This is an optimization exercise on Yosys and OpenROAD, whose aim is small area, not a production implementation.
At most, simulation tests tie the RTL to the original design; equivalence was not proved.
The RTL of runs 3 and 4 was laid out without a check of its function.
Power and IR drop assume default switching activity.

==> design.v <==
package gamePkg;
   localparam int coordBits = 11;
   localparam int fracBits = 4;
   localparam int speedBits = 10;
   typedef struct packed {
      logic up;
      logic down;
      logic right;
      logic left;
   } padKeys_t;
   typedef struct packed {
      logic signed [coordBits-1:0] x;
      logic signed [coordBits-1:0] y;
   } position_t;
   typedef enum logic [2:0] {
      dirNone,
      dirUp,
      dirDown,
      dirRight,
      dirLeft
   } moveDir_t;
   typedef enum logic {
      waiting,
      moving
   } motionState_t;
   typedef enum logic [2:0] {
      spriteFace   = 3'd0,
      spriteUp1    = 3'd1,
      spriteUp2    = 3'd2,
      spriteRight1 = 3'd3,
      spriteRight2 = 3'd4,
      spriteLeft1  = 3'd5,
      spriteLeft2  = 3'd6
   } sprite_t;
   typedef struct packed {
      position_t pos;
      sprite_t   sprite;
   } playerView_t;
   localparam position_t player1Start = {11'sd128, 11'sd128};
   localparam position_t player2Start = {11'sd448, 11'sd448};
   localparam logic [speedBits-1:0] speed1Reset = 10'd16;
   localparam logic [speedBits-1:0] speed2Reset = 10'd3;
   typedef enum logic [2:0] {
      addrSpeed1 = 3'd0,
      addrSpeed2 = 3'd1,
      addrPos1   = 3'd2,
      addrPos2   = 3'd3,
      addrFrames = 3'd4
   } regAddr_t;
endpackage
package videoPkg;
   localparam int timingBits = 12;
   typedef struct packed {
      logic sof;
      logic eof;
   } frameSync_t;
endpackage
`timescale 1ns/1ps
module frameTimer
(
   input  logic       clk,
   input  logic       reset_n,
   output logic       eof,
   output logic       sof,
   output logic       step1,
   output logic       upd1,
   output logic       step2,
   output logic       upd2
);
   logic [8:0] cnt;
   logic [9:0] inc;
   logic       top;
   assign inc = {1'b0, cnt} + 10'd1;
   always_ff @(posedge clk or negedge reset_n)
   begin
      if (!reset_n)
         cnt <= 9'd28;
      else
         cnt <= {inc[8:6], inc[5] | inc[9], inc[4:0]};
   end
   assign top = &cnt[8:3];
   assign eof = top & ~cnt[2] & cnt[1] & cnt[0];
   assign sof = top & cnt[2] & ~cnt[1] & ~cnt[0];
   assign step1 = sof;
   assign upd1 = top & cnt[2] & ~cnt[1] & cnt[0];
   assign step2 = top & cnt[2] & cnt[1] & ~cnt[0];
   assign upd2 = top & cnt[2] & cnt[1] & cnt[0];
endmodule
`timescale 1ns/1ps
module playerMotion
(
   input  logic        clk,
   input  logic        reset_n,
   input  logic        step1,
   input  logic        step2,
   input  logic [3:0]  keys1,
   input  logic [3:0]  keys2,
   input  logic [9:0]  speed1,
   input  logic [9:0]  speed2,
   input  logic [9:0]  speed1Next,
   input  logic [9:0]  speed2Next,
   input  logic        shown1,
   input  logic        shown2,
   output logic [21:0] pos1,
   output logic [21:0] pos2,
   output logic        moving1,
   output logic        moving2,
   output logic        axisY1,
   output logic        axisY2,
   output logic        negDir1,
   output logic        negDir2
);
   logic [5:0] tileX1, tileY1, tileX2, tileY2;
   logic [8:0] offset1, offset2;
   logic [8:0] stride1, stride2;
   logic       sel;
   logic [8:0] offset;
   logic [8:0] stride;
   logic [3:0] keys;
   logic       moving;
   logic       axReg;
   logic       ngReg;
   logic       fast;
   logic [5:0] tileSel;
   logic        anyKey;
   logic        keyAxisY;
   logic        keyNeg;
   logic        curAxisY;
   logic        curNeg;
   logic        active;
   logic [8:0]  offsetNew;
   logic        done;
   logic        tileInc;
   logic        tileDec;
   logic        tileWrite;
   logic [6:0]  tc;
   logic [5:0]  tileNew;
   assign moving1 = |offset1;
   assign moving2 = |offset2;
   assign sel = step2;
   assign offset = sel ? offset2 : offset1;
   assign stride = sel ? stride2 : stride1;
   assign keys = sel ? keys2 : keys1;
   assign moving = sel ? moving2 : moving1;
   assign axReg = sel ? axisY2 : axisY1;
   assign ngReg = sel ? negDir2 : negDir1;
   assign fast = sel ? speed2[9] : speed1[9];
   assign anyKey = |keys;
   assign keyAxisY = keys[3] | keys[2];
   assign keyNeg = keys[3] | (~keys[2] & ~keys[1] & keys[0]);
   assign curAxisY = moving ? axReg : keyAxisY;
   assign curNeg = moving ? ngReg : keyNeg;
   assign active = (step1 | step2) & (moving | anyKey);
   logic [8:0] opBx;
   logic [9:0] cy;
   logic [8:0] sum;
   assign opBx = stride ^ {9{curNeg}};
   assign cy[0] = curNeg;
   genvar i;
   generate
      for (i = 0; i < 9; i++)
      begin : g_add
         assign sum[i] = offset[i] ^ opBx[i] ^ cy[i];
         assign cy[i+1] = (offset[i] & opBx[i]) | (cy[i] & (offset[i] ^ opBx[i]));
      end
   endgenerate
   assign done = moving ? (cy[9] ^ curNeg) : fast;
   assign offsetNew = done ? 9'd0 : sum;
   assign tileInc = ~curNeg & done;
   assign tileDec = curNeg & ~moving;
   assign tileWrite = active & (tileInc | tileDec);
   always_comb
   begin
      case ({sel, curAxisY})
         2'b00: tileSel = tileX1;
         2'b01: tileSel = tileY1;
         2'b10: tileSel = tileX2;
         default: tileSel = tileY2;
      endcase
   end
   assign tc[0] = 1'b1;
   generate
      for (i = 0; i < 6; i++)
      begin : g_tile
         assign tc[i+1] = tc[i] & (tileSel[i] ^ tileDec);
      end
   endgenerate
   assign tileNew = tileSel ^ tc[5:0];
   always_ff @(posedge clk)
   begin
      if (!moving1 && !shown1)
      begin
         axisY1 <= keys1[3] | keys1[2];
         negDir1 <= keys1[3] | (~keys1[2] & ~keys1[1] & keys1[0]);
      end
      if (!moving2 && !shown2)
      begin
         axisY2 <= keys2[3] | keys2[2];
         negDir2 <= keys2[3] | (~keys2[2] & ~keys2[1] & keys2[0]);
      end
      if (!moving1 && !step1)
         stride1 <= speed1Next[8:0];
      if (!moving2 && !step2)
         stride2 <= speed2Next[8:0];
   end
   always_ff @(posedge clk or negedge reset_n)
   begin
      if (!reset_n)
      begin
         tileX1 <= 6'd4;
         tileY1 <= 6'd4;
         offset1 <= '0;
      end
      else if (step1 && active)
      begin
         offset1 <= offsetNew;
         if (tileWrite & ~curAxisY)
            tileX1 <= tileNew;
         if (tileWrite & curAxisY)
            tileY1 <= tileNew;
      end
   end
   always_ff @(posedge clk or negedge reset_n)
   begin
      if (!reset_n)
      begin
         tileX2 <= 6'd14;
         tileY2 <= 6'd14;
         offset2 <= '0;
      end
      else if (step2 && active)
      begin
         offset2 <= offsetNew;
         if (tileWrite & ~curAxisY)
            tileX2 <= tileNew;
         if (tileWrite & curAxisY)
            tileY2 <= tileNew;
      end
   end
   assign pos1 = {tileX1, offset1[8:4] & {5{~axisY1}}, tileY1, offset1[8:4] & {5{axisY1}}};
   assign pos2 = {tileX2, offset2[8:4] & {5{~axisY2}}, tileY2, offset2[8:4] & {5{axisY2}}};
endmodule
`timescale 1ns/1ps
module spriteAnimator
(
   input  logic       clk,
   input  logic       reset_n,
   input  logic       update,
   input  logic       moving,
   input  logic       axisY,
   input  logic       negDir,
   output logic       shown,
   output logic [2:0] sprite
);
   logic phase;
   always_ff @(posedge clk or negedge reset_n)
   begin
      if (!reset_n)
      begin
         shown <= 1'b0;
         phase <= 1'b0;
      end
      else if (update)
      begin
         shown <= moving;
         phase <= moving & ~phase;
      end
   end
   always_comb
   begin
      sprite = 3'd0;
      if (shown)
         case ({axisY, negDir})
            2'b11: sprite = phase ? 3'd1 : 3'd2;
            2'b00: sprite = phase ? 3'd3 : 3'd4;
            2'b01: sprite = phase ? 3'd5 : 3'd6;
            default: sprite = 3'd0;
         endcase
   end
endmodule
`timescale 1ns/1ps
module gameController
(
   input  logic        clk,
   input  logic        reset_n,
   input  logic        step1,
   input  logic        upd1,
   input  logic        step2,
   input  logic        upd2,
   input  logic [3:0]  pad1,
   input  logic [3:0]  pad2,
   input  logic [9:0]  speed1,
   input  logic [9:0]  speed2,
   input  logic [9:0]  speed1Next,
   input  logic [9:0]  speed2Next,
   output logic [21:0] pos1,
   output logic [21:0] pos2,
   output logic [24:0] view1,
   output logic [24:0] view2
);
   logic moving1, moving2, axis1, axis2, neg1, neg2, shown1, shown2;
   logic [2:0] sprite1, sprite2;
   playerMotion motion
   (
      .clk(clk), .reset_n(reset_n), .step1(step1), .step2(step2), .keys1(pad1),
      .keys2(pad2), .speed1(speed1), .speed2(speed2), .speed1Next(speed1Next),
      .speed2Next(speed2Next), .shown1(shown1), .shown2(shown2), .pos1(pos1),
      .pos2(pos2), .moving1(moving1), .moving2(moving2), .axisY1(axis1),
      .axisY2(axis2), .negDir1(neg1), .negDir2(neg2)
   );
   spriteAnimator anim1
   (
      .clk(clk), .reset_n(reset_n), .update(upd1), .moving(moving1), .axisY(axis1),
      .negDir(neg1), .shown(shown1), .sprite(sprite1)
   );
   spriteAnimator anim2
   (
      .clk(clk), .reset_n(reset_n), .update(upd2), .moving(moving2), .axisY(axis2),
      .negDir(neg2), .shown(shown2), .sprite(sprite2)
   );
   assign view1 = {pos1, sprite1};
   assign view2 = {pos2, sprite2};
endmodule
`timescale 1ns/1ps
module gameRegs
(
   input  logic        clk,
   input  logic        reset_n,
   input  logic        wbCyc,
   input  logic        wbStb,
   input  logic        wbWe,
   input  logic [2:0]  wbAdr,
   input  logic [31:0] wbDatW,
   input  logic        eof,
   input  logic [21:0] pos1,
   input  logic [21:0] pos2,
   output logic [31:0] wbDatR,
   output logic        wbAck,
   output logic [9:0]  speed1,
   output logic [9:0]  speed2,
   output logic [9:0]  speed1Next,
   output logic [9:0]  speed2Next
);
   logic [31:0] frameCount;
   logic        writeNow;
   logic [9:0]  clamped;
   logic [32:0] carry;
   assign carry[0] = eof;
   genvar i;
   generate
      for (i = 0; i < 32; i++)
      begin : g_inc
         assign carry[i+1] = carry[i] & frameCount[i];
      end
   endgenerate
   assign writeNow = wbAck && wbCyc && wbStb && wbWe;
   assign clamped = {wbDatW[9:1], wbDatW[0] | (wbDatW[9:1] == 9'd0)};
   assign speed1Next = (writeNow && wbAdr == 3'd0) ? clamped : speed1;
   assign speed2Next = (writeNow && wbAdr == 3'd1) ? clamped : speed2;
   always_ff @(posedge clk or negedge reset_n)
   begin
      if (!reset_n)
      begin
         wbAck <= 1'b0;
         speed1 <= 10'd16;
         speed2 <= 10'd3;
         frameCount <= '0;
      end
      else
      begin
         wbAck <= wbCyc && wbStb && !wbAck;
         speed1 <= speed1Next;
         speed2 <= speed2Next;
         if (writeNow && wbAdr == 3'd4)
            frameCount <= wbDatW;
         else
            frameCount <= frameCount ^ carry[31:0];
      end
   end
   logic selS1, selS2, selP1, selP2, selFc;
   assign selS1 = wbAdr == 3'd0;
   assign selS2 = wbAdr == 3'd1;
   assign selP1 = wbAdr == 3'd2;
   assign selP2 = wbAdr == 3'd3;
   assign selFc = wbAdr == 3'd4;
   assign wbDatR = ({32{selS1}} & {22'd0, speed1})
                 | ({32{selS2}} & {22'd0, speed2})
                 | ({32{selP1}} & {{5{pos1[21]}}, pos1[21:11], {5{pos1[10]}}, pos1[10:0]})
                 | ({32{selP2}} & {{5{pos2[21]}}, pos2[21:11], {5{pos2[10]}}, pos2[10:0]})
                 | ({32{selFc}} & frameCount);
endmodule
`timescale 1ns/1ps
module gameTop
(
   input  logic        clk,
   input  logic        reset_n,
   input  logic [3:0]  pad1,
   input  logic [3:0]  pad2,
   input  logic        wbCyc,
   input  logic        wbStb,
   input  logic        wbWe,
   input  logic [2:0]  wbAdr,
   input  logic [31:0] wbDatW,
   output logic [31:0] wbDatR,
   output logic        wbAck,
   output logic [24:0] view1,
   output logic [24:0] view2,
   output logic [1:0]  frameSync
);
   logic eof, sof, step1, upd1, step2, upd2;
   logic [9:0] speed1, speed2, speed1Next, speed2Next;
   logic [21:0] pos1, pos2;
   assign frameSync = {sof, eof};
   frameTimer timer
   (
      .clk(clk), .reset_n(reset_n), .eof(eof), .sof(sof), .step1(step1), .upd1(upd1),
      .step2(step2), .upd2(upd2)
   );
   gameRegs regs
   (
      .clk(clk), .reset_n(reset_n), .wbCyc(wbCyc), .wbStb(wbStb), .wbWe(wbWe),
      .wbAdr(wbAdr), .wbDatW(wbDatW), .eof(eof), .pos1(pos1), .pos2(pos2),
      .wbDatR(wbDatR), .wbAck(wbAck), .speed1(speed1), .speed2(speed2),
      .speed1Next(speed1Next), .speed2Next(speed2Next)
   );
   gameController controller
   (
      .clk(clk), .reset_n(reset_n), .step1(step1), .upd1(upd1), .step2(step2),
      .upd2(upd2), .pad1(pad1), .pad2(pad2), .speed1(speed1), .speed2(speed2),
      .speed1Next(speed1Next), .speed2Next(speed2Next), .pos1(pos1), .pos2(pos2),
      .view1(view1), .view2(view2)
   );
endmodule
==> flow/run.sh <==
#!/bin/bash
# Standard ORFS layout with three changes: the standard synthesis netlist's
# combinational logic is re-mapped for area (flow/remap.tcl, registers kept
# as they are), ports get plain buf_1 buffers, and the clock tree is built
# from small clock buffers without dummy loads.
set -euo pipefail
ARGS=(
  "BUFFER_PORTS_ARGS=-buffer_cell sky130_fd_sc_hd__buf_1"
  "CTS_ARGS=-sink_clustering_enable -repair_clock_nets -dont_use_dummy_load -sink_clustering_size 10 -buf_list {sky130_fd_sc_hd__clkbuf_2 sky130_fd_sc_hd__clkbuf_4}"
)
RES="$PWD/orfs/results/$FLOW_PLATFORM/gameTop/base"
bash standard.sh "${ARGS[@]}" synth > synth.log 2>&1
cp "$RES/1_2_yosys.v" "$RES/1_2_yosys_standard.v"
REMAP_LIB="$FLOW_HOME/platforms/$FLOW_PLATFORM/lib/sky130_fd_sc_hd__tt_025C_1v80.lib" \
REMAP_IN="$RES/1_2_yosys_standard.v" REMAP_OUT="$RES/1_2_yosys.v" REMAP_TOP="$FLOW_TOP" \
  "$FLOW_HOME/../tools/install/yosys/bin/yosys" -c flow/remap.tcl > remap.log 2>&1
rm -f "$RES/1_synth.odb"
bash standard.sh "${ARGS[@]}" finish > finish.log 2>&1
==> flow/remap.tcl <==
# Re-map the combinational logic of the standard synthesis netlist for area.
# Flip-flops, half/full adders and tie cells stay as they are (blackboxes), so
# every register keeps its name and cell type; the rest is flattened into
# generic gates and mapped again by ABC with its area-only standard cell
# mapper (amap).
yosys -import
set L $::env(REMAP_LIB)
read_liberty -ignore_miss_func $L
# Cells the mapping may not use: the platform's don't-use cells and the
# clock and delay cells
set du {}
foreach c [split [string trim [tee -q -s result.string select -list-mod =*lpflow* =*probe* =*clkdly* =*dlygate* =*dlymetal* =*clkbuf* =*clkinv*]] "\n"] {
  lappend du -dont_use $c
}
set keep [split [string trim [tee -q -s result.string select -list-mod =sky130_fd_sc_hd__df* =sky130_fd_sc_hd__edf* =sky130_fd_sc_hd__sdf* =sky130_fd_sc_hd__dl* =sky130_fd_sc_hd__ha_* =sky130_fd_sc_hd__fa_* =sky130_fd_sc_hd__conb*]] "\n"]
blackbox {*}$keep
read_verilog $::env(REMAP_IN)
hierarchy -top $::env(REMAP_TOP)
flatten
# Names of the cells' inner nets are not kept
yosys rename -hide w:_*_.*
opt -purge
abc -liberty $L {*}$du -script "+strash;&get -n;&st;&syn2;&dch;&put;amap -m -F 4 -A 8"
opt_clean -purge
# The cells are library cells from here on
delete =sky130_fd_sc_hd__*
read_liberty -lib $L
hilomap -singleton -hicell sky130_fd_sc_hd__conb_1 HI -locell sky130_fd_sc_hd__conb_1 LO
insbuf -buf sky130_fd_sc_hd__buf_1 A X
check -assert -mapped
tee -o $::env(REMAP_OUT).stat stat -liberty $L
write_verilog -noattr -nohex -nodec $::env(REMAP_OUT)
==> standard.sh <==
#!/bin/bash
# synth_recipe.tcl (not shown) runs the flow's synth.tcl, then flattens the netlist and writes it again
# the make line also repeats each setting of config.mk as NAME=value (left out here)
make -C /OpenROAD-flow-scripts/flow DESIGN_CONFIG=/design/flow/config.mk WORK_HOME=/design/flow/orfs CLKGATE_MAP_FILE= SYNTH_SCRIPT=/design/flow/synth_recipe.tcl "${@:-finish}"
==> config.mk <==
export PLATFORM = sky130hd
export DESIGN_NAME = gameTop
export DESIGN_NICKNAME = gameTop
export VERILOG_FILES = /design/flow/design.v
export SDC_FILE = /design/flow/constraint.sdc
export NUM_CORES = 4
export LEC_CHECK = 0
export CAP_MARGIN = 20
export CORE_MARGIN = 2
export CORE_UTILIZATION = 40
export SLEW_MARGIN = 20
==> constraint.sdc <==
create_clock -name core_clock -period 10.0 [get_ports {clk}]
set_input_delay 2.0000 -clock core_clock [delete_from_list [all_inputs] [get_ports {clk}]]
set_output_delay 2.0000 -clock core_clock [all_outputs]
set_load 0.01 [all_outputs]
==> metrics.md, run 1 <==
| Metric | Value |
|---|---|
| Power per standard cell area | `118 mW/mm^2` |
| Detailed-route wire length | `20,500 um` |
| Most frequent cells in the layout | `131 x buf_1, 119 x inv_1, 94 x dfrtp_1` |
| Critical Path AT | `8500 ps` |
| Pre-antenna DRT Iters | `5` |
| Final nets | `914` |
| Worst setup startpoint | `timer.cnt[3]` |
| CTS Buf Count | `17` |
| CTS tree | `done` |
| Clock transition at the registers of the reported paths | `100 ps` |
| First-pass GRT wire length | `32,100 um` |
| Clock root buffer | `clkbuf_4` |
| Vias in the first global route | `5,864` |
| CP max-delay cell | `nor3_1` |
| Crit-path max FO | `30` |
| Leakage | `3.41 nW` |
| Largest net degree at the start of global routing | `78` |
| Post-route insts no fill | `1,041` |
| Ys Warns | `4` |
| Residual DRC count | `0` |
| Endpoints failing setup | `0` |
| CP Capture Type | `register` |
| RSZ-0062 raised after global routing | `false` |
| Post-CTS setup buffer count | `0` |
| GRT Resource Usage Total | `0.238` |
| Final hold viol count | `0` |
| Worst R2R Path Depth | `30` |
| Worst path most repeated cell | `fa_1` |
| Global route total overflow | `0` |
| Final ANT Viol Nets | `0` |
| Detailed placer's ending HPWL | `15,400 um` |
| Final Max Slew Viols | `0` |
| Reg-to-Reg End | `controller.motion.tileX2[4]` |
| Sum Neg Setup Slack | `0 ps` |
| CTS Hold Bufs | `0` |
| I/O pin cnt | `133` |
| Peak supply drop | `0.0660 mV` |
| Resized cells post-CTS | `0` |
| Dpl cells | `1,022` |
| Post-Synthesis Cells | `666` |
| Clk latency of the worst-skew pair | `550 ps` |
| Worst reg-to-reg setup slack | `1950 ps` |
| Clock Path Buffers | `2` |
| Worst setup path endpoint | `controller.motion.tileX2[4]` |
| Worst Clk Skew | `44.3 ps` |
| Syn nets | `754` |
| HP Class | `register to register` |
| DR vias/cell | `5.65` |
| Via count | `5,884` |
| Outcome | `finished clean` |
| Syn Area/Cell | `9.81 sq um` |
| Share of post-route cells with drive strength above 1 | `0.0522` |
| Clock sinks | `130` |
| IO Port Bufs | `132` |
| CP startpoint kind | `register` |
| Routability congestion estimate from global placement | `0.886` |
| Post-Syn Area | `0.00653 sq mm` |
| R2r startpoint | `timer.cnt[3]` |
| Area Overhead vs Synth | `15.1%` |
| Fmax | `124 MHz` |
| Row Count | `46` |
| Setup CP Type | `register to register` |
| Die Footprint | `0.0174 sq mm` |
| Final-layout fill cell count | `1,582` |
| Horiz. Die Dim | `132 um` |
| Crit-path max cell delay | `650 ps` |
| Post-route clock period utilization | `0.805` |
| Initial antenna violation count | `1` |
| Max_slew headroom | `0.323` |
| Worst Path Required | `10,450 ps` |
| Die H | `132 um` |
| Starting density of the core | `0.410` |
| Min Tclk post-route | `8050 ps` |
| Area of the core | `0.0159 sq mm` |
| Worst-Margin Slew | `1010 ps` |
| Commonest non-fill, non-tap cell in the layout | `buf_1` |
| Initial DRC count | `563` |
| H-tree levels | `4` |
| Max-cap violations | `0` |
| Routed len/inst | `19.7 um` |
[critical path: cells and delay by family, from the launching register on]
kind            cells  cell delay [ps]
simple gates        7             1410
compound gates      8             1750
flops               1              570
fa+ha+maj           8             2910
buf+inv             7             1320
[routing by layer]
| metal | global-route usage | wire length, um | vias to the layer above |
|---|---|---|---|
| li1 | - | - | 2754 |
| met1 | 0.315 | 9010 | 2882 |
| met2 | 0.398 | 10100 | 229 |
| met3 | 0.0481 | 1100 | 19 |
| met4 | 0.0700 | 250 | 0 |
| met5 | 0 | 0 | - |
[report_power, final]
part,switching [mW],leakage (nW),internal (mW),total [mW]
Sequential,0.0113,1.49,0.558,0.569
Combinational,0.0493,1.84,0.0280,0.0773
Clock,0.167,0.0782,0.0775,0.244
[area by class of cell]
type	instances	area [sq um]	area share
antenna	1	2.50	0.000333
clock buffer	17	128	0.0170
inverter	120	450	0.0599
multi-input combinational	416	2710	0.360
sequential	130	3380	0.449
tap	216	270	0.0359
timing repair buffer	141	587	0.0780
[state kept, by name (all words and copies together) (netlist names), 9 cells and up]
signal,flops
regs.frameCount,32
regs.speed1,10
regs.speed2,10
controller.motion.offset1,9
controller.motion.offset2,9
controller.motion.stride1,9
controller.motion.stride2,9
timer.cnt,9
[stage by stage]
step / worst slack, ps / util / instance area, sq um / hold WS (ps) / power (mW)
3_5_place_dp: 1580 / 0.462 / 7370 / 450 / 0.655
3_3_place_gp: 1750 / 0.462 / 7370 / 441 / 0.653
5_1_grt: 1300 / 0.472 / 7520 / 499 / 0.931
6_report: 1950 / 0.472 / 7520 / 460 / 0.890
4_1_cts: 2060 / 0.470 / 7490 / 464 / 0.896
2_1_floorplan: 1920 / - / 6530 / 434 / 0.616
[how the worst min path moves through the flow]
| stage | startpoint | to | slack (ps) | depth (start not counted) |
|---|---|---|---|---|
| global route | regs.wbAck | regs.wbAck | 500 | 1 |
| floorplan | controller.anim1.phase | controller.anim1.phase | 430 | 1 |
| CTS | regs.wbAck | regs.wbAck | 460 | 1 |
| detailed placement | regs.wbAck | regs.wbAck | 450 | 1 |
| global placement | regs.wbAck | regs.wbAck | 440 | 1 |
| finish | regs.wbAck | regs.wbAck | 460 | 1 |
==> run 2, diff against run 1 <==
--- a/flow/remap.tcl
+++ b/flow/remap.tcl
@@ -22,3 +22,3 @@
 opt -purge
-abc -liberty $L {*}$du -script "+strash;&get -n;&st;&syn2;&dch;&put;amap -m -F 4 -A 8"
+abc -liberty $L {*}$du -script "+strash;&get -n;&st;&syn2;&dch;&put;amap -F 4 -A 8"
 opt_clean -purge
==> run 2 against run 1 <==
- utilization down 0.17 points
- sequential share of layout area rose by 0.17 points
- clock skew is 5.5 ps lower
- synthesized cell count unchanged
- die area hardly changed
- global-route usage fell by 0.34 points
- critical path type is now input pin to register
- sequential cell count stayed put
- sequential power hardly changed
- final area down 0.37%
- area after synthesis about the same
- largest cell class unchanged
- power fell by 0.22%
==> metrics.md, run 2 <==
| Metric | Value |
|---|---|
| Post-Syn Area | `0.00654 sq mm (about the same)` |
| Hold Path Depth | `1 (unchanged)` |
| Most frequent cells in the layout | `131 x buf_1, 119 x inv_1, 94 x dfrtp_1` |
| CP Buf/Inv Count | `6 (-1)` |
| Routed len/inst | `19.4 um (-1.5%)` |
| Detailed placer's ending HPWL | `15,300 um (-0.68%)` |
| Max FFs per register | `32 (unchanged)` |
| First-pass GRT wire length | `31,800 um (-0.88%)` |
| Worst-Margin Slew | `1020 ps (+8.94 ps)` |
| Min Tclk post-route | `7800 ps (-251 ps)` |
| Final core utilization | `0.470 (-0.00173)` |
| Initial antenna violation count | `1 (unchanged)` |
| Pre-antenna DRT Iters | `7 (+2)` |
| GRT Resource Usage Total | `0.235 (-0.00339)` |
| CTS tree | `done` |
| Crit. path cell count | `26 (-13%)` |
| CTS Hold Bufs | `0 (unchanged)` |
| IO Port Bufs | `132 (unchanged)` |
| CP startpoint kind | `input pin` |
| Max_slew headroom | `0.313 (-0.00975)` |
| Via count | `5,867 (-0.29%)` |
| Horiz. Die Dim | `132 um (about the same)` |
| Worst Clk Skew | `38.8 ps (-5.47 ps)` |
| Clock root buffer | `clkbuf_4` |
| Endpoints failing setup | `0 (unchanged)` |
| Worst R2R Path Depth | `29 (-3.3%)` |
| Critical Path AT | `8250 ps (-250 ps)` |
| CP delay by family, top | `adder cells` |
| Fmax | `128 MHz (+3.2%)` |
| Area Overhead vs Synth | `14.7%` |
| Worst Path Required | `10,450 ps (about the same)` |
| Final ANT Viol Nets | `0 (unchanged)` |
| Die H | `132 um (about the same)` |
| Starting density of the core | `0.410 (about the same)` |
| Biggest register | `regs.frameCount` |
| H-tree levels | `4 (unchanged)` |
| Post-CTS setup buffer count | `0 (unchanged)` |
| Syn nets | `754 (unchanged)` |
| Clock sinks | `130 (unchanged)` |
| Vias in the first global route | `5,840 (-0.41%)` |
| Clock Path Buffers | `2 (unchanged)` |
| Largest net degree at the start of global routing | `58 (-26%)` |
| Outcome | `finished clean` |
| Final Max Slew Viols | `0 (unchanged)` |
| Crit-path max FO | `16 (-47%)` |
| Final nets | `913 (-0.11%)` |
| Power per standard cell area | `119 mW/mm^2 (+0.14%)` |
| I/O pin cnt | `133 (unchanged)` |
| RSZ-0062 raised after global routing | `false` |
| Peak supply drop | `0.0631 mV (-4.5%)` |
| Setup CP Type | `input pin to register` |
| CP max-delay cell | `fa_1` |
| Leakage | `3.40 nW (-0.36%)` |
| CP Capture Type | `register` |
| HP Class | `register to register` |
| Max-cap violations | `0 (unchanged)` |
| Largest regs | `regs.frameCount (32), regs.speed1 (10), regs.speed2 (10)` |
| Die Footprint | `0.0174 sq mm (about the same)` |
| Post-Synthesis Cells | `666 (unchanged)` |
| Post-route clock period utilization | `0.780 (-0.0251)` |
| Area of the core | `0.0159 sq mm (unchanged)` |
| DR vias/cell | `5.64 (-0.19%)` |
| Worst path most repeated cell | `fa_1` |
| Clock transition at the registers of the reported paths | `110 ps (about the same)` |
| Commonest non-fill, non-tap cell in the layout | `buf_1` |
| Crit-path max cell delay | `430 ps (-220 ps)` |
| Ys Warns | `4 (unchanged)` |
| Detailed-route wire length | `20,200 um (-1.6%)` |
| CTS Buf Count | `17 (unchanged)` |
| Resized cells post-CTS | `0 (unchanged)` |
| Routability congestion estimate from global placement | `0.957 (+8.0%)` |
| Residual DRC count | `0 (unchanged)` |
| Row Count | `46 (unchanged)` |
| Fin Hold WS | `453 ps (-6.23 ps)` |
| Final hold viol count | `0 (unchanged)` |
| Share of post-route cells with drive strength above 1 | `0.0498 (-0.00237)` |
| Sum Neg Setup Slack | `0 ps (unchanged)` |
| Global route total overflow | `0 (unchanged)` |
| Initial DRC count | `613 (+8.9%)` |
| Syn Area/Cell | `9.81 sq um (about the same)` |
| Clk latency of the worst-skew pair | `550 ps (about the same)` |
-- run 2: cell types whose count changed in the layout (fill, tap and decap cells not counted) --
| cell | change |
|---|---|
| nand2_1 | -1 |
| a31oi_1 | +1 |
| buf_16 | -1 |
| nor2_1 | +2 |
| nor2_2 | -1 |
| nor3_1 | -2 |
| or2_0 | +1 |
-- run 2: power by group --
group          total [mW]  leakage (nW)  switching [mW]  internal (mW)
logic              0.0753          1.83          0.0484         0.0270
clock network       0.243        0.0782           0.166         0.0775
registers           0.570          1.49          0.0122          0.558
total               0.888          3.40           0.226          0.662
-- run 2: layer usage --
| layer | vias to the layer above | wire, um | track usage |
|---|---|---|---|
| li1 | 2752 | - | - |
| met1 | 2867 | 9120 | 0.318 |
| met2 | 222 | 9620 | 0.380 |
| met3 | 26 | 1110 | 0.0477 |
| met4 | 0 | 313 | 0.0755 |
| met5 | - | 0 | 0 |
-- run 2: through the flow --
step / setup slack, ps / std cells / area [sq um] / total power [mW]
final: 2200 / 1040 / 7500 / 0.888
after detailed placement: 1740 / 1022 / 7370 / 0.656
after floorplan: 1980 / 666 / 6540 / 0.616
after global routing: 1690 / 1040 / 7500 / 0.929
after global placement: 1990 / 1022 / 7370 / 0.653
after CTS: 2320 / 1039 / 7490 / 0.895
-- run 2: worst paths after layout --
| check | end | from | slack [ps] |
|---|---|---|---|
| worst max-delay path | controller.motion.tileY2[1] | pad1[0] | 2200 |
| worst min register to register | regs.wbAck | regs.wbAck | 450 |
| min in group asynchronous | regs.speed2[3] | reset_n | 1550 |
| max in group asynchronous | regs.frameCount[4] | reset_n | 7240 |
| worst max register to register | controller.motion.tileY2[1] | timer.cnt[3] | 2420 |
| worst min-delay path | regs.wbAck | regs.wbAck | 450 |
-- run 2: final cells by class --
| cell class | count | area, sq um |
|---|---|---|
| antenna | 1 | 2.50 |
| tap | 216 | 270 |
| fill | 1619 | 8450 |
| timing repair buffer | 140 | 559 |
| multi-input combinational | 416 | 2710 |
| inverter | 120 | 450 |
| sequential | 130 | 3380 |
| clock buffer | 17 | 128 |
==> run 3, diff against run 2 <==
--- a/design.v
+++ b/design.v
@@ -90,2 +90,6 @@
 module playerMotion
+#(
+   parameter logic [5:0] startTileX = 6'd4,
+   parameter logic [5:0] startTileY = 6'd4
+)
 (
@@ -93,33 +97,16 @@
    input  logic        reset_n,
-   input  logic        step1,
-   input  logic        step2,
-   input  logic [3:0]  keys1,
-   input  logic [3:0]  keys2,
-   input  logic [9:0]  speed1,
-   input  logic [9:0]  speed2,
-   input  logic [9:0]  speed1Next,
-   input  logic [9:0]  speed2Next,
-   input  logic        shown1,
-   input  logic        shown2,
-   output logic [21:0] pos1,
-   output logic [21:0] pos2,
-   output logic        moving1,
-   output logic        moving2,
-   output logic        axisY1,
-   output logic        axisY2,
-   output logic        negDir1,
-   output logic        negDir2
+   input  logic        step,
+   input  logic [3:0]  keys,
+   input  logic [9:0]  speed,
+   input  logic [9:0]  speedNext,
+   input  logic        shown,
+   output logic [21:0] pos,
+   output logic        moving,
+   output logic        axisY,
+   output logic        negDir
 );
-   logic [5:0] tileX1, tileY1, tileX2, tileY2;
-   logic [8:0] offset1, offset2;
-   logic [8:0] stride1, stride2;
-   logic       sel;
-   logic [8:0] offset;
-   logic [8:0] stride;
-   logic [3:0] keys;
-   logic       moving;
-   logic       axReg;
-   logic       ngReg;
-   logic       fast;
-   logic [5:0] tileSel;
+   logic [5:0]  tileX;
+   logic [5:0]  tileY;
+   logic [8:0]  offset;
+   logic [8:0]  stride;
    logic        anyKey;
@@ -130,3 +117,5 @@
    logic        active;
-   logic [8:0]  offsetNew;
+   logic [8:0]  opB;
+   logic [9:0]  cy;
+   logic [8:0]  sum;
    logic        done;
@@ -134,15 +123,5 @@
    logic        tileDec;
-   logic        tileWrite;
-   logic [6:0]  tc;
-   logic [5:0]  tileNew;
-   assign moving1 = |offset1;
-   assign moving2 = |offset2;
-   assign sel = step2;
-   assign offset = sel ? offset2 : offset1;
-   assign stride = sel ? stride2 : stride1;
-   assign keys = sel ? keys2 : keys1;
-   assign moving = sel ? moving2 : moving1;
-   assign axReg = sel ? axisY2 : axisY1;
-   assign ngReg = sel ? negDir2 : negDir1;
-   assign fast = sel ? speed2[9] : speed1[9];
+   logic [6:0]  tcX;
+   logic [6:0]  tcY;
+   assign moving = |offset;
    assign anyKey = |keys;
@@ -150,9 +129,6 @@
    assign keyNeg = keys[3] | (~keys[2] & ~keys[1] & keys[0]);
-   assign curAxisY = moving ? axReg : keyAxisY;
-   assign curNeg = moving ? ngReg : keyNeg;
-   assign active = (step1 | step2) & (moving | anyKey);
-   logic [8:0] opBx;
-   logic [9:0] cy;
-   logic [8:0] sum;
-   assign opBx = stride ^ {9{curNeg}};
+   assign curAxisY = moving ? axisY : keyAxisY;
+   assign curNeg = moving ? negDir : keyNeg;
+   assign active = step & (moving | anyKey);
+   assign opB = (stride & {9{active}}) ^ {9{curNeg}};
    assign cy[0] = curNeg;
@@ -162,21 +138,11 @@
       begin : g_add
-         assign sum[i] = offset[i] ^ opBx[i] ^ cy[i];
-         assign cy[i+1] = (offset[i] & opBx[i]) | (cy[i] & (offset[i] ^ opBx[i]));
+         assign sum[i] = offset[i] ^ opB[i] ^ cy[i];
+         assign cy[i+1] = (offset[i] & opB[i]) | (cy[i] & (offset[i] ^ opB[i]));
       end
    endgenerate
-   assign done = moving ? (cy[9] ^ curNeg) : fast;
-   assign offsetNew = done ? 9'd0 : sum;
+   assign done = active & (moving ? (cy[9] ^ curNeg) : speed[9]);
    assign tileInc = ~curNeg & done;
-   assign tileDec = curNeg & ~moving;
-   assign tileWrite = active & (tileInc | tileDec);
-   always_comb
-   begin
-      case ({sel, curAxisY})
-         2'b00: tileSel = tileX1;
-         2'b01: tileSel = tileY1;
-         2'b10: tileSel = tileX2;
-         default: tileSel = tileY2;
-      endcase
-   end
-   assign tc[0] = 1'b1;
+   assign tileDec = curNeg & ~moving & active;
+   assign tcX[0] = (tileInc | tileDec) & ~curAxisY;
+   assign tcY[0] = (tileInc | tileDec) & curAxisY;
    generate
@@ -184,22 +150,15 @@
       begin : g_tile
-         assign tc[i+1] = tc[i] & (tileSel[i] ^ tileDec);
+         assign tcX[i+1] = tcX[i] & (tileX[i] ^ tileDec);
+         assign tcY[i+1] = tcY[i] & (tileY[i] ^ tileDec);
       end
    endgenerate
-   assign tileNew = tileSel ^ tc[5:0];
    always_ff @(posedge clk)
    begin
-      if (!moving1 && !shown1)
+      if (!moving && !shown)
       begin
-         axisY1 <= keys1[3] | keys1[2];
-         negDir1 <= keys1[3] | (~keys1[2] & ~keys1[1] & keys1[0]);
+         axisY <= keyAxisY;
+         negDir <= keyNeg;
       end
-      if (!moving2 && !shown2)
-      begin
-         axisY2 <= keys2[3] | keys2[2];
-         negDir2 <= keys2[3] | (~keys2[2] & ~keys2[1] & keys2[0]);
-      end
-      if (!moving1 && !step1)
-         stride1 <= speed1Next[8:0];
-      if (!moving2 && !step2)
-         stride2 <= speed2Next[8:0];
+      if (!moving && !step)
+         stride <= speedNext[8:0];
    end
@@ -209,34 +168,14 @@
       begin
-         tileX1 <= 6'd4;
-         tileY1 <= 6'd4;
-         offset1 <= '0;
+         tileX <= startTileX;
+         tileY <= startTileY;
+         offset <= '0;
       end
-      else if (step1 && active)
-      begin
-         offset1 <= offsetNew;
-         if (tileWrite & ~curAxisY)
-            tileX1 <= tileNew;
-         if (tileWrite & curAxisY)
-            tileY1 <= tileNew;
-      end
-   end
-   always_ff @(posedge clk or negedge reset_n)
-   begin
-      if (!reset_n)
-      begin
-         tileX2 <= 6'd14;
-         tileY2 <= 6'd14;
-         offset2 <= '0;
-      end
-      else if (step2 && active)
+      else
       begin
-         offset2 <= offsetNew;
-         if (tileWrite & ~curAxisY)
-            tileX2 <= tileNew;
-         if (tileWrite & curAxisY)
-            tileY2 <= tileNew;
+         tileX <= tileX ^ tcX[5:0];
+         tileY <= tileY ^ tcY[5:0];
+         offset <= done ? 9'd0 : sum;
       end
    end
-   assign pos1 = {tileX1, offset1[8:4] & {5{~axisY1}}, tileY1, offset1[8:4] & {5{axisY1}}};
-   assign pos2 = {tileX2, offset2[8:4] & {5{~axisY2}}, tileY2, offset2[8:4] & {5{axisY2}}};
+   assign pos = {tileX, offset[8:4] & {5{~axisY}}, tileY, offset[8:4] & {5{axisY}}};
 endmodule
@@ -302,9 +241,11 @@
    logic [2:0] sprite1, sprite2;
-   playerMotion motion
+   playerMotion #(.startTileX(6'd4), .startTileY(6'd4)) motion1
+   (
+      .clk(clk), .reset_n(reset_n), .step(step1), .keys(pad1), .speed(speed1),
+      .speedNext(speed1Next), .shown(shown1), .pos(pos1), .moving(moving1), .axisY(axis1), .negDir(neg1)
+   );
+   playerMotion #(.startTileX(6'd14), .startTileY(6'd14)) motion2
    (
-      .clk(clk), .reset_n(reset_n), .step1(step1), .step2(step2), .keys1(pad1),
-      .keys2(pad2), .speed1(speed1), .speed2(speed2), .speed1Next(speed1Next),
-      .speed2Next(speed2Next), .shown1(shown1), .shown2(shown2), .pos1(pos1),
-      .pos2(pos2), .moving1(moving1), .moving2(moving2), .axisY1(axis1),
-      .axisY2(axis2), .negDir1(neg1), .negDir2(neg2)
+      .clk(clk), .reset_n(reset_n), .step(step2), .keys(pad2), .speed(speed2),
+      .speedNext(speed2Next), .shown(shown2), .pos(pos2), .moving(moving2), .axisY(axis2), .negDir(neg2)
    );
@@ -379,13 +320,13 @@
    end
-   logic selS1, selS2, selP1, selP2, selFc;
-   assign selS1 = wbAdr == 3'd0;
-   assign selS2 = wbAdr == 3'd1;
-   assign selP1 = wbAdr == 3'd2;
-   assign selP2 = wbAdr == 3'd3;
-   assign selFc = wbAdr == 3'd4;
-   assign wbDatR = ({32{selS1}} & {22'd0, speed1})
-                 | ({32{selS2}} & {22'd0, speed2})
-                 | ({32{selP1}} & {{5{pos1[21]}}, pos1[21:11], {5{pos1[10]}}, pos1[10:0]})
-                 | ({32{selP2}} & {{5{pos2[21]}}, pos2[21:11], {5{pos2[10]}}, pos2[10:0]})
-                 | ({32{selFc}} & frameCount);
+   always_comb
+   begin
+      case (wbAdr)
+         3'd0: wbDatR = {22'd0, speed1};
+         3'd1: wbDatR = {22'd0, speed2};
+         3'd2: wbDatR = {{5{pos1[21]}}, pos1[21:11], {5{pos1[10]}}, pos1[10:0]};
+         3'd3: wbDatR = {{5{pos2[21]}}, pos2[21:11], {5{pos2[10]}}, pos2[10:0]};
+         3'd4: wbDatR = frameCount;
+         default: wbDatR = '0;
+      endcase
+   end
 endmodule
--- a/flow/remap.tcl
+++ b/flow/remap.tcl
@@ -3,4 +3,3 @@
 # every register keeps its name and cell type; the rest is flattened into
-# generic gates and mapped again by ABC with its area-only standard cell
-# mapper (amap).
+# generic gates and mapped again by ABC with an area-oriented script.
 yosys -import
@@ -22,3 +21,4 @@
 opt -purge
-abc -liberty $L {*}$du -script "+strash;&get -n;&st;&syn2;&dch;&put;amap -F 4 -A 8"
+set r "&st;&syn2;&dch;&nf -R 1000 -p"
+abc -liberty $L {*}$du -script "+strash;&get -n;$r;$r;&put"
 opt_clean -purge
==> run 3 against run 2 <==
- still clean
- clock-buffer cell count unchanged
- combinational power rose to 3.4 times the previous value
- global-route usage decreased by 2.3 points
- setup slack better by 160 ps
- synthesized cell count shrank 8.7%
- cell count shrank 5.7%
- sequential cell count unchanged
- sequential power is 15% higher
- first-iteration DRC count is 47% lower
- clock skew down 18 ps
- worst hold slack lost 3.1 ps
- largest power group unchanged
==> metrics.md, run 3 <==
| Metric | Value |
|---|---|
| Final ANT Viol Nets | `0 (unchanged)` |
| GRT Resource Usage Total | `0.212 (-0.0229)` |
| Worst-Margin Slew | `985 ps (-36.1 ps)` |
| Placed Area | `0.00772 sq mm (+4.8%)` |
| H-tree levels | `4 (unchanged)` |
| CTS Hold Bufs | `0 (unchanged)` |
| Post-Synthesis Cells | `608 (-8.7%)` |
| Leakage | `3.66 nW (+7.7%)` |
| Starting density of the core | `0.412 (+0.00244)` |
| Clock root buffer | `clkbuf_4` |
| Outcome | `finished clean` |
| Area Overhead vs Synth | `14.0%` |
| HP Class | `register to register` |
| Largest regs | `regs.frameCount (32), regs.speed1 (10), regs.speed2 (10)` |
| Most frequent cells in the layout | `131 x buf_1, 94 x dfrtp_1, 71 x nand2_1` |
| Row Count | `47 (+2.2%)` |
| Multi-input gate area | `0.00345 sq mm (+27%)` |
| Register area | `0.00338 sq mm (unchanged)` |
| CP Capture Type | `register` |
| Clock Path Buffers | `2 (unchanged)` |
| Clk latency of the worst-skew pair | `550 ps (about the same)` |
| Ys Warns | `5 (+1)` |
| Power per standard cell area | `147 mW/mm^2 (+24%)` |
| Max_slew headroom | `0.342 (+0.0290)` |
| Global route total overflow | `0 (unchanged)` |
| Syn nets | `704 (-6.6%)` |
| Final-layout fill cell count | `1,625 (+0.37%)` |
| Critical Path AT | `8070 ps (-180 ps)` |
| Initial DRC count | `326 (-47%)` |
| Pre-antenna DRT Iters | `5 (-2)` |
| CTS tree | `done` |
| Routed len/inst | `18.8 um (-3.0%)` |
| Die Footprint | `0.0183 sq mm (+5.2%)` |
| Fmax | `131 MHz (+2.1%)` |
| Worst path most repeated cell | `ha_1` |
| Horiz. Die Dim | `135 um (+2.6%)` |
| Clock sinks | `130 (unchanged)` |
| Worst Path Required | `10,430 ps (-20 ps)` |
| Largest net degree at the start of global routing | `64 (+10%)` |
| Vias in the first global route | `5,230 (-10%)` |
| Post-route clock period utilization | `0.764 (-0.0158)` |
| Top Usage Layer GRT | `met2` |
| GRT met2 Usage | `0.352 (-0.0282)` |
| Final nets | `859 (-5.9%)` |
| RSZ-0062 raised after global routing | `false` |
| Grt met3 use | `0.0464 (-0.00128)` |
| Post-Syn Area | `0.00689 sq mm (+5.4%)` |
| Setup CP Type | `register to register` |
| I/O pin cnt | `133 (unchanged)` |
| CP startpoint kind | `register` |
| Final hold viol count | `0 (unchanged)` |
| Resized cells post-CTS | `0 (unchanged)` |
| Detailed placer's ending HPWL | `14,200 um (-6.9%)` |
| Design area | `0.00785 sq mm (+4.7%)` |
| DR vias/cell | `5.34 (-5.3%)` |
| Overall power | `1.15 mW (+30%)` |
| Post-CTS setup buffer count | `0 (unchanged)` |
| Met1 Track Usage GR | `0.282 (-0.0356)` |
| Crit-path max FO | `3 (-13)` |
| Fin Hold WS | `450 ps (-3.12 ps)` |
| Max FFs per register | `32 (unchanged)` |
| Biggest register | `regs.frameCount` |
| CP max-delay cell | `dfrtp_1` |
| CTS Buf Count | `17 (unchanged)` |
| IO Port Bufs | `132 (unchanged)` |
| Antenna fix cells | `0 (-1)` |
| Endpoints failing setup | `0 (unchanged)` |
| Min Tclk post-route | `7640 ps (-158 ps)` |
| Via count | `5,241 (-11%)` |
| First-pass GRT wire length | `29,200 um (-8.4%)` |
| Detailed-route wire length | `18,400 um (-8.5%)` |
| Final Max Slew Viols | `0 (unchanged)` |
| Clock transition at the registers of the reported paths | `100 ps (about the same)` |
| Initial antenna violation count | `0 (-1)` |
| Commonest non-fill, non-tap cell in the layout | `buf_1` |
| Area of the core | `0.0167 sq mm (+4.8%)` |
| Syn Area/Cell | `11.3 sq um (+15%)` |
| Peak supply drop | `0.0774 mV (+23%)` |
| Sum Neg Setup Slack | `0 ps (unchanged)` |
| Crit-path max cell delay | `410 ps (-20 ps)` |
| Die H | `135 um (+2.6%)` |
| Share of post-route cells with drive strength above 1 | `0.0565 (+0.00669)` |
| Routability congestion estimate from global placement | `0.928 (-3.0%)` |
| Worst Clk Skew | `20.9 ps (-17.9 ps)` |
| Residual DRC count | `0 (unchanged)` |
| Max-cap violations | `0 (unchanged)` |
==> run 3: area by class of cell <==
cell class / count / area share
inverters: 18 / 0.00861
multi-input cells: 457 / 0.439
well taps: 220 / 0.0351
repair buffers: 139 / 0.0703
clock buffers: 17 / 0.0163
flip-flops and latches: 130 / 0.431
==> run 3: power breakdown <==
| group | total (mW) | internal (mW) | switching (mW) |
|---|---|---|---|
| Combinational | 0.257 | 0.108 | 0.149 |
| Clock | 0.242 | 0.0774 | 0.165 |
| Sequential | 0.654 | 0.594 | 0.0603 |
==> run 3: final timing paths <==
| kind | start | endpoint | slack, ps | cells after the start |
|---|---|---|---|---|
| setup / recovery | timer.cnt[6] | regs.frameCount[30] | 2360 | 35 |
| hold / removal | regs.wbAck | regs.wbAck | 450 | 1 |
| setup reg to reg | timer.cnt[6] | regs.frameCount[30] | 2360 | 35 |
| hold reg to reg | regs.wbAck | regs.wbAck | 450 | 1 |
| max in group asynchronous | reset_n | timer.cnt[0] | 7150 | 2 |
| min in group asynchronous | reset_n | regs.speed2[2] | 1500 | 1 |
==> run 3: critical path, delay by kind of cell (launching register included) <==
kind	cells	cell delay, ps
muxes	1	280
and+or+nand+nor	3	400
adders and majority gates	31	6430
DFF	1	410
==> run 3: through the flow <==
stage           util  setup slack [ps]  std cells
6_report       0.470              2360        981
5_1_grt        0.470              2020        981
4_1_cts        0.470              2340        981
3_5_place_dp   0.462              2250        964
3_3_place_gp   0.462              2320        964
2_1_floorplan      -              2320        608
==> run 3: metal layers <==
| layer | vias to the layer above | wire length (um) |
|---|---|---|
| met5 | - | 0 |
| met4 | 0 | 281 |
| met3 | 21 | 933 |
| met2 | 145 | 9110 |
| met1 | 2606 | 8130 |
| li1 | 2469 | - |
==> run 4, diff against run 3 <==
--- a/flow/remap.tcl
+++ b/flow/remap.tcl
@@ -3,3 +3,4 @@
 # every register keeps its name and cell type; the rest is flattened into
-# generic gates and mapped again by ABC with an area-oriented script.
+# generic gates and mapped again by ABC with its area-only standard cell
+# mapper (amap).
 yosys -import
@@ -21,4 +22,3 @@
 opt -purge
-set r "&st;&syn2;&dch;&nf -R 1000 -p"
-abc -liberty $L {*}$du -script "+strash;&get -n;$r;$r;&put"
+abc -liberty $L {*}$du -script "+strash;&get -n;&st;&syn2;&dch;&put;amap -F 4 -A 8"
 opt_clean -purge
==> run 4 against run 3 <==
- cell count up 8.7%
- register-to-register slack better by 130 ps
- clock-buffer cell count unchanged
- worst hold slack better by 9.8 ps
- clock skew up 12 ps
- combinational power down 74%
- via count up 9.8%
- sequential share of layout area up 0.92 points
- global-route usage up 0.71 points
- maximum frequency up 1.7%
- sequential power down 13%
- area after synthesis down 2.2%
- largest cell class is now sequential cells
==> metrics.md, run 4 <==
| Metric | Value |
|---|---|
| Outcome | `finished clean` |
| Largest net degree at the start of global routing | `77 (+20%)` |
| Endpoints failing setup | `0 (unchanged)` |
| Max-cap violations | `0 (unchanged)` |
| Clock root buffer | `clkbuf_4` |
| Horiz. Die Dim | `134 um (-1.1%)` |
| Worst R2R Path Depth | `38 (+8.6%)` |
| Psw | `219 uW (-41%)` |
| I/O pin cnt | `133 (unchanged)` |
| Area Overhead vs Synth | `14.2%` |
| GRT Resource Usage Total | `0.219 (+0.00708)` |
| Most frequent cells in the layout | `131 x buf_1, 114 x inv_1, 94 x dfrtp_1` |
| Power per standard cell area | `114 mW/mm^2 (-23%)` |
| Resized cells post-CTS | `0 (unchanged)` |
| Setup CP Type | `register to register` |
| CP Buf/Inv Count | `1 (+1)` |
| Worst path most repeated cell | `ha_1` |
| Final ANT Viol Nets | `0 (unchanged)` |
| Antenna fix cells | `0 (unchanged)` |
| Leakage | `3.49 nW (-4.8%)` |
| CTS Buf Count | `17 (unchanged)` |
| Pint | `656 uW (-16%)` |
| CP max-delay cell | `dfrtp_1` |
| H-tree levels | `4 (unchanged)` |
| Final core utilization | `0.465 (-0.00490)` |
| Flop pwr share | `0.646 (+0.079)` |
| R2r startpoint | `timer.cnt[1]` |
| Clk pwr share | `0.277 (+0.067)` |
| Die Footprint | `0.0179 sq mm (-2.2%)` |
| Met2 WL | `9070 um (-0.43%)` |
| Worst-Margin Slew | `1000 ps (+15.1 ps)` |
| Residual DRC count | `0 (unchanged)` |
| Met3 WL | `1490 um (+59%)` |
| DR vias/cell | `5.40 (+1.1%)` |
| Crit. path cell count | `38 (+8.6%)` |
| Detailed placer's ending HPWL | `14,500 um (+2.1%)` |
| IO Port Bufs | `132 (unchanged)` |
| Vias in the first global route | `5,544 (+6.0%)` |
| Final Max Slew Viols | `0 (unchanged)` |
| Min Tclk post-route | `7510 ps (-125 ps)` |
| Routability congestion estimate from global placement | `0.830 (-11%)` |
| Final hold viol count | `0 (unchanged)` |
| CP startpoint kind | `register` |
| Overall power | `875 uW (-24%)` |
| Global route total overflow | `0 (unchanged)` |
| CP Capture Type | `register` |
| Pre-antenna DRT Iters | `8 (+3)` |
| Detailed-route wire length | `18,800 um (+1.7%)` |
| Max FFs per register | `32 (unchanged)` |
| CTS Hold Bufs | `0 (unchanged)` |
| Row Count | `47 (unchanged)` |
| Post-Synthesis Cells | `692 (+14%)` |
| Multi-input gate area | `0.00292 sq mm (-15%)` |
| Post-CTS setup buffer count | `0 (unchanged)` |
| Final nets | `944 (+9.9%)` |
| CTS tree | `done` |
| Area of the core | `0.0165 sq mm (-1.1%)` |
| Met1 WL | `8050 um (-0.91%)` |
| Max_slew headroom | `0.329 (-0.0127)` |
| Placed Area | `0.00756 sq mm (-2.0%)` |
| Register area | `0.00338 sq mm (unchanged)` |
| Crit-path max cell delay | `430 ps (+20 ps)` |
| Ys Warns | `5 (unchanged)` |
| Biggest register | `regs.frameCount` |
| Largest regs | `regs.frameCount (32), regs.speed1 (10), regs.speed2 (10)` |
| Initial DRC count | `606 (+86%)` |
| Top sig layer | `met4` |
| Clk latency of the worst-skew pair | `530 ps (-20 ps)` |
| Final-layout fill cell count | `1,675 (+3.1%)` |
| Share of post-route cells with drive strength above 1 | `0.0485 (-0.00804)` |
| Clock sinks | `130 (unchanged)` |
| First-pass GRT wire length | `29,700 um (+2.0%)` |
| CP delay by family, top | `adder cells` |
| Clock Path Buffers | `2 (unchanged)` |
| Peak supply drop | `0.0768 mV (-0.72%)` |
| Worst Path Required | `10,440 ps (about the same)` |
| Clock transition at the registers of the reported paths | `110 ps (about the same)` |
| Die H | `134 um (-1.1%)` |
| Starting density of the core | `0.408 (-0.00491)` |
| HP Class | `register to register` |
| Worst Clk Skew | `33.0 ps (+12.0 ps)` |
| Worst setup path endpoint | `regs.frameCount[31]` |
| Syn Area/Cell | `9.73 sq um (-14%)` |
| Critical Path AT | `7950 ps (-120 ps)` |
| Initial antenna violation count | `0 (unchanged)` |
| Gate power share | `0.076 (-0.147)` |
| Design area | `0.00769 sq mm (-2.1%)` |
| Sum Neg Setup Slack | `0 ps (unchanged)` |
| RSZ-0062 raised after global routing | `false` |
| Post-Syn Area | `0.00673 sq mm (-2.2%)` |
| Worst reg-to-reg setup slack | `2490 ps (+130 ps)` |
| Routed len/inst | `17.6 um (-6.4%)` |
| Fmax | `133 MHz (+1.7%)` |
| Via count | `5,755 (+9.8%)` |
| Worst setup startpoint | `timer.cnt[1]` |
| Commonest non-fill, non-tap cell in the layout | `buf_1` |
| Sw Ratio | `0.250 (-0.0741)` |
| Syn nets | `788 (+12%)` |
| Reg-to-Reg End | `regs.frameCount[31]` |
| Crit-path max FO | `4 (+1)` |
| Post-route clock period utilization | `0.751 (-0.0125)` |
-- run 4: power groups by stage --
stage	Clock (mW)	Combinational, mW	Sequential (mW)
2_1_floorplan	0	0.0336	0.572
3_3_place_gp	0	0.0666	0.576
3_5_place_dp	0	0.0673	0.576
4_1_cts	0.253	0.0675	0.566
5_1_grt	0.273	0.0765	0.568
6_report	0.243	0.0666	0.566
-- run 4: metrics by stage --
step	std cells	hold WS, ps	setup slack (ps)
2_1_floorplan	692	434	2750
3_3_place_gp	1049	445	2290
3_5_place_dp	1049	437	2130
4_1_cts	1066	463	2460
5_1_grt	1066	504	2050
6_report	1066	460	2490
-- run 4: how the worst min path moves through the flow --
| stage | startpoint | end | slack (ps) | depth (start not counted) |
|---|---|---|---|---|
| after floorplan | controller.anim2.phase | controller.anim2.phase | 430 | 1 |
| after global placement | regs.wbAck | regs.wbAck | 450 | 1 |
| after detailed placement | regs.wbAck | regs.wbAck | 440 | 1 |
| after CTS | regs.wbAck | regs.wbAck | 460 | 1 |
| after global routing | regs.wbAck | regs.wbAck | 500 | 1 |
| final | controller.anim2.phase | controller.anim2.phase | 460 | 1 |
-- run 4: cell type report --
cell class	instances	area share
clock buffer	17	0.0166
tap	220	0.0358
sequential	130	0.440
multi-input combinational	445	0.379
inverter	114	0.0557
timing repair buffer	140	0.0728
-- run 4: metal layers --
metal  GRT usage  up-vias
li1            -     2775
met1       0.294     2745
met2       0.350      214
met3      0.0578       21
met4      0.0644        0
met5           0        -

re-timing with driven ports:
The flow's constraints put no driver on any port. The routed layouts listed below were extracted and timed again, unchanged, in two steps.
Step 1, drivers: a clkbuf_16 drives clk and a buf_2 each remaining input, both assumed.
Step 2, shift: input delay + t, output delay - t, t = (earliest + latest rising clock arrival at the registers) / 2. This alone moves slack from input paths to output paths.
Slacks: ideal / step 1 / step 2; pairs: ideal / step 1.
run | t (ns) | setup WS [ns] | worst setup path after step 2 | latest minus earliest clock arrival (ns) | pins driven straight from the clock port
run 1 | 0.567 | 1.953 / 1.953 / 1.519 | input to register | 0.044 / 0.044 | 1
run 2 | 0.561 | 2.204 / 2.208 / 1.646 | input to register | 0.040 / 0.041 | 1
run 3 | 0.577 | 2.362 / 2.362 / 2.296 | input to register | 0.021 / 0.021 | 1
run 4 | 0.551 | 2.487 / 2.487 / 2.118 | input to register | 0.033 / 0.033 | 1
After both steps every run listed still meets setup and hold. The setup slack of run 2, which loses most, moves by +0.004 ns with the drivers and by -0.558 ns with both steps.
